This design comes from an exercise in tuning for small area and a short achievable clock period on the open sky130 flow, not from production work.
Only simulation tests tie the RTL to the original design; equivalence was not proved.
Power is estimated from default activity; no workload was simulated.

==> design.v <==
`timescale 1ns/100ps
`default_nettype none
module vtp_page_table
(
    input  logic                           clk,
    input  logic                           reset,
    input  logic                           load_en,
    input  logic [3-1:0]       load_idx,
    input  logic [(2 + 2 * (32 - 6))-1:0]     load_entry,
    input  logic [32-1:0] rd_vaddr,
    output logic                           rd_hit,
    output logic [32-1:0] rd_paddr,
    input  logic [32-1:0] wr_vaddr,
    output logic                           wr_hit,
    output logic [32-1:0] wr_paddr
);
    localparam int ENTRIES = 8;
    localparam int PAGE_BITS = (32 - 6);
    localparam int BIG_EXTRA = 15 - 6;
    logic [ENTRIES-1:0]   ent_valid;
    logic [ENTRIES-1:0]   ent_big;
    logic [PAGE_BITS-1:0] ent_vpage [0:ENTRIES-1];
    logic [PAGE_BITS-1:0] ent_ppage [0:ENTRIES-1];
    always_ff @(posedge clk)
    begin
        if (!reset)
        begin
            ent_valid <= '0;
        end
        else if (load_en)
        begin
            ent_valid[load_idx] <= load_entry[(2 + 2 * (32 - 6))-1];
        end
    end
    always_ff @(posedge clk)
    begin
        if (reset && load_en)
        begin
            ent_big[load_idx]   <= load_entry[(2 + 2 * (32 - 6))-2];
            ent_vpage[load_idx] <= load_entry[2*PAGE_BITS-1:PAGE_BITS];
            ent_ppage[load_idx] <= load_entry[PAGE_BITS-1:0];
        end
    end
    always_comb
    begin
        rd_hit   = 1'b0;
        rd_paddr = rd_vaddr;
        wr_hit   = 1'b0;
        wr_paddr = wr_vaddr;
        for (int i = ENTRIES - 1; i >= 0; i--)
        begin
            if (ent_valid[i] && (ent_vpage[i][PAGE_BITS-1:BIG_EXTRA] ==
                                 rd_vaddr[32-1:15]) &&
                (ent_big[i] || (ent_vpage[i][BIG_EXTRA-1:0] ==
                                rd_vaddr[15-1:6])))
            begin
                rd_hit = 1'b1;
                if (ent_big[i])
                begin
                    rd_paddr = {ent_ppage[i][PAGE_BITS-1:BIG_EXTRA],
                                rd_vaddr[15-1:0]};
                end
                else
                begin
                    rd_paddr = {ent_ppage[i], rd_vaddr[6-1:0]};
                end
            end
            if (ent_valid[i] && (ent_vpage[i][PAGE_BITS-1:BIG_EXTRA] ==
                                 wr_vaddr[32-1:15]) &&
                (ent_big[i] || (ent_vpage[i][BIG_EXTRA-1:0] ==
                                wr_vaddr[15-1:6])))
            begin
                wr_hit = 1'b1;
                if (ent_big[i])
                begin
                    wr_paddr = {ent_ppage[i][PAGE_BITS-1:BIG_EXTRA],
                                wr_vaddr[15-1:0]};
                end
                else
                begin
                    wr_paddr = {ent_ppage[i], wr_vaddr[6-1:0]};
                end
            end
        end
    end
endmodule
`default_nettype wire
`timescale 1ns/100ps
`default_nettype none
module vtp_xlate_chan
#(
    parameter int REQ_BITS = 53
)
(
    input  logic                clk,
    input  logic                reset,
    input  logic [REQ_BITS-1:0] req_in,
    input  logic                is_speculative,
    output logic [REQ_BITS-1:0] req_out,
    output logic [32-1:0] look_vaddr,
    input  logic                look_hit,
    input  logic [32-1:0] look_paddr,
    output logic                miss_spec,
    output logic                miss_hard,
    output logic [32-1:0] miss_vaddr
);
    localparam int VALID_BIT = REQ_BITS - 1;
    localparam int VIRT_BIT  = REQ_BITS - 2;
    localparam int ADDR_MSB  = 32 - 1;
    logic [REQ_BITS-1:0] s1_req;
    logic                s1_spec;
    logic [REQ_BITS-1:0] s2_next;
    logic                s1_miss;
    logic [32-1:0] s1_addr;
    always_ff @(posedge clk)
    begin
        s1_req  <= req_in;
        s1_spec <= is_speculative;
        if (!reset)
        begin
            s1_req[VALID_BIT] <= 1'b0;
        end
    end
    assign s1_addr    = s1_req[ADDR_MSB:0];
    assign look_vaddr = s1_addr;
    always_comb
    begin
        s2_next = s1_req;
        s1_miss = 1'b0;
        if (s1_req[VIRT_BIT])
        begin
            s2_next[VIRT_BIT] = 1'b0;
            if (look_hit)
            begin
                s2_next[ADDR_MSB:0] = look_paddr;
            end
            else
            begin
                s2_next[VALID_BIT] = 1'b0;
                s1_miss            = s1_req[VALID_BIT];
            end
        end
    end
    always_ff @(posedge clk)
    begin
        req_out    <= s2_next;
        miss_spec  <= s1_miss && s1_spec;
        miss_hard  <= s1_miss && !s1_spec;
        miss_vaddr <= s1_addr;
        if (!reset)
        begin
            req_out[VALID_BIT] <= 1'b0;
            miss_spec          <= 1'b0;
            miss_hard          <= 1'b0;
        end
    end
endmodule
`default_nettype wire
`timescale 1ns/100ps
`default_nettype none
module vtp_rsp_inject
(
    input  logic                          clk,
    input  logic                          reset,
    input  logic                          enq_en,
    input  logic [16-1:0]    enq_mdata,
    input  logic [1:0]                    enq_cl_len,
    input  logic [(5 + 16 + 64)-1:0]   fiu_rsp,
    output logic [(5 + 16 + 64)-1:0]   afu_rsp,
    output logic                          almost_full
);
    localparam int DEPTH    = 8;
    localparam int PTR_BITS = $clog2(DEPTH);
    localparam int CNT_BITS = $clog2(DEPTH + 1);
    localparam int HDR_BITS = 16 + 2;
    localparam int VALID_BIT = (5 + 16 + 64) - 1;
    localparam logic INJ_IDLE = 1'b0;
    localparam logic INJ_SEND = 1'b1;
    logic [HDR_BITS-1:0] fifo_mem [0:DEPTH-1];
    logic [PTR_BITS-1:0] wr_ptr;
    logic [PTR_BITS-1:0] rd_ptr;
    logic [CNT_BITS-1:0] count;
    logic [HDR_BITS-1:0] head;
    logic                do_enq;
    logic                do_deq;
    logic                inject;
    logic                last_line;
    logic [1:0]          line_cnt;
    logic [1:0]          cur_line;
    logic                state;
    assign do_enq = enq_en && (count != CNT_BITS'(DEPTH));
    assign head   = fifo_mem[rd_ptr];
    always_ff @(posedge clk)
    begin
        if (do_enq)
        begin
            fifo_mem[wr_ptr] <= {enq_mdata, enq_cl_len};
        end
    end
    always_ff @(posedge clk)
    begin
        if (!reset)
        begin
            wr_ptr <= '0;
            rd_ptr <= '0;
            count  <= '0;
        end
        else
        begin
            wr_ptr <= wr_ptr + PTR_BITS'(do_enq);
            rd_ptr <= rd_ptr + PTR_BITS'(do_deq);
            count  <= count + CNT_BITS'(do_enq) - CNT_BITS'(do_deq);
        end
    end
    assign almost_full = count >= CNT_BITS'(4);
    assign inject    = !fiu_rsp[VALID_BIT] && (count != '0);
    assign cur_line  = (state == INJ_SEND) ? line_cnt : 2'd0;
    assign last_line = cur_line == head[1:0];
    assign do_deq    = inject && last_line;
    always_ff @(posedge clk)
    begin
        if (!reset)
        begin
            state    <= INJ_IDLE;
            line_cnt <= '0;
        end
        else if (inject)
        begin
            if (last_line)
            begin
                state <= INJ_IDLE;
            end
            else
            begin
                state    <= INJ_SEND;
                line_cnt <= cur_line + 2'd1;
            end
        end
    end
    always_ff @(posedge clk)
    begin
        afu_rsp <= fiu_rsp;
        if (inject)
        begin
            afu_rsp <= {1'b1, 1'b1, last_line, cur_line, head[HDR_BITS-1:2],
                        {64{1'b0}}};
        end
        if (!reset)
        begin
            afu_rsp[VALID_BIT] <= 1'b0;
        end
    end
endmodule
`default_nettype wire
`timescale 1ns/100ps
`default_nettype none
module vtp_shim
(
    input  logic                           clk,
    input  logic                           reset,
    input  logic [52:0]                    afu_rd_req,
    input  logic [115:0]                   afu_wr_req,
    output logic                           afu_rd_almost_full,
    output logic                           afu_wr_almost_full,
    output logic [84:0]                    afu_rd_rsp,
    output logic [52:0]                    fiu_rd_req,
    output logic [115:0]                   fiu_wr_req,
    input  logic                           fiu_rd_almost_full,
    input  logic                           fiu_wr_almost_full,
    input  logic [84:0]                    fiu_rd_rsp,
    input  logic                           load_en,
    input  logic [2:0]                     load_idx,
    input  logic [53:0]                    load_entry,
    output logic                           fault,
    output logic [31:0]                    fault_vaddr
);
    localparam int AW = 32;
    logic [AW-1:0] rd_look_vaddr;
    logic [AW-1:0] rd_look_paddr;
    logic          rd_look_hit;
    logic [AW-1:0] wr_look_vaddr;
    logic [AW-1:0] wr_look_paddr;
    logic          wr_look_hit;
    logic          rd_miss_spec;
    logic          rd_miss_hard;
    logic          wr_miss_hard;
    logic [AW-1:0] rd_miss_vaddr;
    logic [AW-1:0] wr_miss_vaddr;
    logic          err_almost_full;
    vtp_xlate_chan #(.REQ_BITS((5 + 16 + 32))) u_rd_chan (
        .clk            (clk),
        .reset          (reset),
        .req_in         (afu_rd_req),
        .is_speculative (afu_rd_req[50]),
        .req_out        (fiu_rd_req),
        .look_vaddr     (rd_look_vaddr),
        .look_hit       (rd_look_hit),
        .look_paddr     (rd_look_paddr),
        .miss_spec      (rd_miss_spec),
        .miss_hard      (rd_miss_hard),
        .miss_vaddr     (rd_miss_vaddr)
    );
    vtp_xlate_chan #(.REQ_BITS((4 + 16 + 64 + 32))) u_wr_chan (
        .clk            (clk),
        .reset          (reset),
        .req_in         (afu_wr_req),
        .is_speculative (1'b0),
        .req_out        (fiu_wr_req),
        .look_vaddr     (wr_look_vaddr),
        .look_hit       (wr_look_hit),
        .look_paddr     (wr_look_paddr),
        .miss_spec      (),
        .miss_hard      (wr_miss_hard),
        .miss_vaddr     (wr_miss_vaddr)
    );
    vtp_page_table u_page_table (
        .clk        (clk),
        .reset      (reset),
        .load_en    (load_en),
        .load_idx   (load_idx),
        .load_entry (load_entry),
        .rd_vaddr   (rd_look_vaddr),
        .rd_hit     (rd_look_hit),
        .rd_paddr   (rd_look_paddr),
        .wr_vaddr   (wr_look_vaddr),
        .wr_hit     (wr_look_hit),
        .wr_paddr   (wr_look_paddr)
    );
    vtp_rsp_inject u_rsp_inject (
        .clk         (clk),
        .reset       (reset),
        .enq_en      (rd_miss_spec),
        .enq_mdata   (fiu_rd_req[47:32]),
        .enq_cl_len  (fiu_rd_req[49:48]),
        .fiu_rsp     (fiu_rd_rsp),
        .afu_rsp     (afu_rd_rsp),
        .almost_full (err_almost_full)
    );
    assign afu_rd_almost_full = fiu_rd_almost_full || err_almost_full;
    assign afu_wr_almost_full = fiu_wr_almost_full;
    always_ff @(posedge clk)
    begin
        if (!reset)
        begin
            fault <= 1'b0;
        end
        else if (!fault && (rd_miss_hard || wr_miss_hard))
        begin
            fault       <= 1'b1;
            fault_vaddr <= rd_miss_hard ? rd_miss_vaddr : wr_miss_vaddr;
        end
    end
endmodule
`default_nettype wire
==> run.sh <==
#!/bin/bash
# synth_recipe.tcl (not shown) runs the flow's synth.tcl, then flattens the netlist and writes it again
# the make line also repeats each setting of config.mk as NAME=value (left out here)
make -C /OpenROAD-flow-scripts/flow DESIGN_CONFIG=/design/flow/config.mk WORK_HOME=/design/flow/orfs CLKGATE_MAP_FILE= SYNTH_SCRIPT=/design/flow/synth_recipe.tcl finish
==> config.mk <==
export PLATFORM = sky130hd
export DESIGN_NAME = vtp_shim
export DESIGN_NICKNAME = vtp_shim
export VERILOG_FILES = /design/flow/design.v
export SDC_FILE = /design/flow/constraint.sdc
export NUM_CORES = 4
export LEC_CHECK = 0
export CAP_MARGIN = 20
export CORE_MARGIN = 2
export CORE_UTILIZATION = 40
export SLEW_MARGIN = 20
==> constraint.sdc <==
create_clock -name core_clock -period 4.5 [get_ports {clk}]
set_input_delay 0.9000 -clock core_clock [delete_from_list [all_inputs] [get_ports {clk}]]
set_output_delay 0.9000 -clock core_clock [all_outputs]
set_load 0.01 [all_outputs]
==> summary.md <==
| Metric | Value |
|---|---|
| Status | finished clean |
| RSZ-0062 raised after global routing | false |
| Via/cell ratio | 5.70 |
| Resized cells post-CTS | 0 |
| Register area | 28000 um2 |
| Wirelength, routed | 158000 um |
| Drt drc | 0 |
| Dominant synthesized flop cell | edfxtp_1 |
| Synth area leaders | edfxtp_1 42%, dfxtp_1 23%, xor2_1 5.1% |
| Post-synth EDFFs | 600 |
| CP Max Fanout | 10 |
| Leakage | 19.6 nW |
| Worst EP required | 5.08 ns |
| Clk slew on worst S/H paths | 0.06 ns |
| Vias | 31300 |
| Crit path capture type | register |
| Synthesis-stage register bit count | 1098 |
| Library cells used by synthesis | 94 |
| Maximum vdd ir drop | between 0.0003 and 0.0004 V |
| Starting Density | 0.404 |
| Most used routing layer | met2 |
| Slew @ Worst Pin | 1.05 ns |
| Cell Chain, Critical Path | buf_4 -> xnor2_1 -> nand4_1 -> nor3_1 -> and3b_1 -> buf_4 -> nand2_1 -> a311oi_1 -> o21ai_0 -> a21oi_1 |
| Cell family with most CP delay | simple AND/OR/NAND/NOR gates |
| First-pass GRT wire length | 221000 um |
| Detail Route Antenna Nets | 0 |
| GR Util met1 | 0.367 |
| DR WL/cell | 28.7 um |
| Final hold slack | 0.318 ns |
| Post-synthesis sequential area ratio | 0.645 |
| DR pass1 iterations | 6 |
| Final setup violation count | 0 |
| Largest net degree at the start of global routing | 99 |
| # clock sinks | 1098 |
| Most common cell in the netlist | edfxtp_1 |
| Hold Buf Count CTS | 0 |
| Placed cells | between 5000 and 6000 |
| Slowest-stage cell, CP | dfxtp_1 |
| Top cell type's share of synthesized area | 0.415 |
| Final cell count without fillers | between 5000 and 6000 |
| Ys Warns | 5 |
| Vias in the first global route | 30300 |
| Die footprint | 111000 um2 |
| Num CTS Buffers | between 100 and 150 |
| Multi-input gate area | ~14000 um2 |
| Htree depth | 3 |
| Min cycle time layout | 3.95 ns |
| Initial drt markers | just under 4000 |
| Core Area | 107000 um2 |
| Pwr/cell area | between 400 and 500 nW/um2 |
| Cell count after synthesis | 3306 |
| Post-DP HPWL | roughly 110000 um |
| Clock Latency Late Sink | 0.73 ns |
| Clock Root Buffer | clkbuf_16 |
| Final Cycle Share | 0.878 |
| Max capacitance violation total | 0 |
| Gpl congestion | approximately 0.97 |
| Synth area leader | edfxtp_1 |
| CTS tree | done |
| Initial antenna violation count | 10 |
| Grt met2 use | 0.438 |
| # nets final | 4314 |
| I/O Buffers | 600 |
| Total grt overflow | 0 |
| Crit path buf inv count | 2 |
| Area grow syn2layout | 28.3% |
| Most numerous cell on the critical path | buf_4 |
| Worst stage delay on the critical path | 0.80 ns |
| Filler cells | 9233 |
| Average instance area after synthesis | 13.1 um2 |
| Worst clock skew | 0.0456 ns |
| Share of synthesized flip-flops with an asynchronous set or reset | 0 |
| CTS max path bufs | 3 |
| Critical Path Start Type | register |
| Synth top cells by count | 600 x edfxtp_1, 498 x dfxtp_1, 251 x xor2_1, 173 x xnor2_1, 133 x nand2_1 |
| Fraction of layout cells with a size suffix above 1 | 0.124 |
| Global-route usage over all layers | 0.276 |
| Slew Limit Fails | 0 |
| Die width | 333 um |
| Chip Height | 333 um |
| Fmax | 0.253 GHz |
| Util after Layout | 0.519 |
| Netlist Area Pre-Place | 43400 um2 |
| Worst Setup Path Type | reg2reg |
| CP Data Arrival Time | 4.53 ns |
| HP Class | reg2reg |
| Relative slew slack | 0.303 |
| I/O pins | 605 |
| Row cnt | 120 |
| Setup repair bufs after CTS | 0 |
| Hold Fails Final Rpt | 0 |
| Met3 GRT Util | 0.0608 |
[worst reg2reg max path, cell delays in order, from the launching register on]
cell,delay [ns]
dfxtp_1,0.80
buf_4,0.27
xnor2_1,0.17
nand4_1,0.13
nor3_1,0.60
and3b_1,0.75
buf_4,0.35
nand2_1,0.08
a311oi_1,0.27
o21ai_0,0.14
a21oi_1,0.28
[path summary, 6_finish.rpt]
| check | from | endpoint | slack [ns] | depth (start not counted) |
|---|---|---|---|---|
| setup / recovery | u_rd_chan.s1_req[23]$_DFF_P_ | u_rd_chan.req_out[29]$_DFF_P_ | 0.55 | 10 |
| hold / removal | u_wr_chan.s1_req[36]$_DFF_P_ | u_wr_chan.req_out[36]$_DFF_P_ | 0.32 | 0 |
| setup reg to reg | u_rd_chan.s1_req[23]$_DFF_P_ | u_rd_chan.req_out[29]$_DFF_P_ | 0.55 | 10 |
| hold reg to reg | u_wr_chan.s1_req[36]$_DFF_P_ | u_wr_chan.req_out[36]$_DFF_P_ | 0.32 | 0 |
[placed cells by master (no fill, tap or decap), types with 55 or more instances in the layout]
cell,count
nor2b_1,95
clkdlybuf4s50_1,600
nand3_1,72
a21oi_1,102
xnor2_1,173
xor2_1,251
nor2_1,123
inv_1,75
nand4_1,83
mux2i_1,62
dfxtp_1,496
nand2_1,133
edfxtp_1,600
clkbuf_16,123
o21ai_0,55
buf_4,177
nor4_1,98
[through the flow]
step                      setup TNS (ns)  total power [mW]  setup slack (ns)  instance area, um2
after floorplan                  -164.18              12.4             -1.00               43400
after global placement                 0              13.7             0.517               51700
after global routing                   0              24.1             0.418               55700
final                                  0              23.3             0.550               55700
after CTS                              0              23.5             0.585               55600
after detailed placement               0              13.8             0.569               51700
[flip-flops by register name (all words and copies together) (netlist names)]
| register | cells |
|---|---|
| u_page_table.ent_ppage | 208 |
| u_page_table.ent_vpage | 208 |
| u_rsp_inject.fifo_mem | 144 |
| u_wr_chan.s1_req | 116 |
| u_wr_chan.req_out | 109 |
| u_rsp_inject.afu_rsp | 85 |
| u_rd_chan.s1_req | 53 |
| u_rd_chan.req_out | 46 |
| fault_vaddr | 32 |
| u_rd_chan.miss_vaddr | 32 |
| u_wr_chan.miss_vaddr | 32 |
| u_page_table.ent_big | 8 |
| u_page_table.ent_valid | 8 |
| u_rsp_inject.count | 4 |
| u_rsp_inject.rd_ptr | 3 |
| u_rsp_inject.wr_ptr | 3 |
| u_rsp_inject.line_cnt | 2 |
| fault | 1 |
| u_rd_chan.miss_hard | 1 |
| u_rd_chan.miss_spec | 1 |
| u_rsp_inject.state | 1 |
| u_wr_chan.miss_hard | 1 |
[kinds of logic (layout without fill, tap and decap cells)]
| logic type | after synthesis | in the layout | share of synthesized area |
|---|---|---|---|
| simple gates | 814 | 814 | 0.103 |
| compound gates | 519 | 519 | 0.0873 |
| other cells | 1 | 13 | 0.0000864 |
| buf+inv | 296 | 1072 | 0.0306 |
| xor+xnor | 424 | 424 | 0.0856 |
| mux | 140 | 140 | 0.0439 |
| flops | 1098 | 1098 | 0.645 |
| fa+ha+maj | 14 | 14 | 0.00421 |
[area by class of cell]
type | instances | share of cell area
Antenna cell | 11 | 0.000494
Clock buffer | 167 | 0.0616
Tap cell | 1403 | 0.0315
Timing Repair Buffer | 782 | 0.134
Multi-Input combinational cell | 1913 | 0.256
Inverter | 75 | 0.00506
Sequential cell | 1098 | 0.503
Clock inverter | 48 | 0.00906
[report_power, final]
group          internal [mW]  switching (mW)  leakage (nW)
combinational           1.10            1.09          8.09
sequential              11.0           0.314          9.61
clock                   5.79            3.99          1.92
[per-layer routing]
layer | part of all wire | wire length (um)
met1 | 0.40 | 63900
met2 | 0.46 | 71800
met3 | 0.095 | 15000
met4 | 0.044 | 6940
met5 | 0.00035 | 55

separate check: timing with driven ports:
The results above use ideal ports. As a check the final layout listed here was re-extracted and re-timed, cells and wires unchanged.
Step 1 assumes that a clkbuf_16 drives the clock port and a buf_2 every other input.
Step 2 moves the port delays by t, midway between the first and last clock arrival at a register: inputs arrive t later, outputs are due t later. That takes back most of the time a late clock gives input paths.
Three values: ideal ports, drivers, drivers and shift; two values: the first two.
t, ns: 0.773
slack for setup (ns): 0.550 / 0.550 / 0.482
worst setup path at the end: input to register
After both steps setup and hold are still met in this run. For this run, drivers alone change the setup slack by 0.000 ns; drivers and shift together by -0.068 ns.
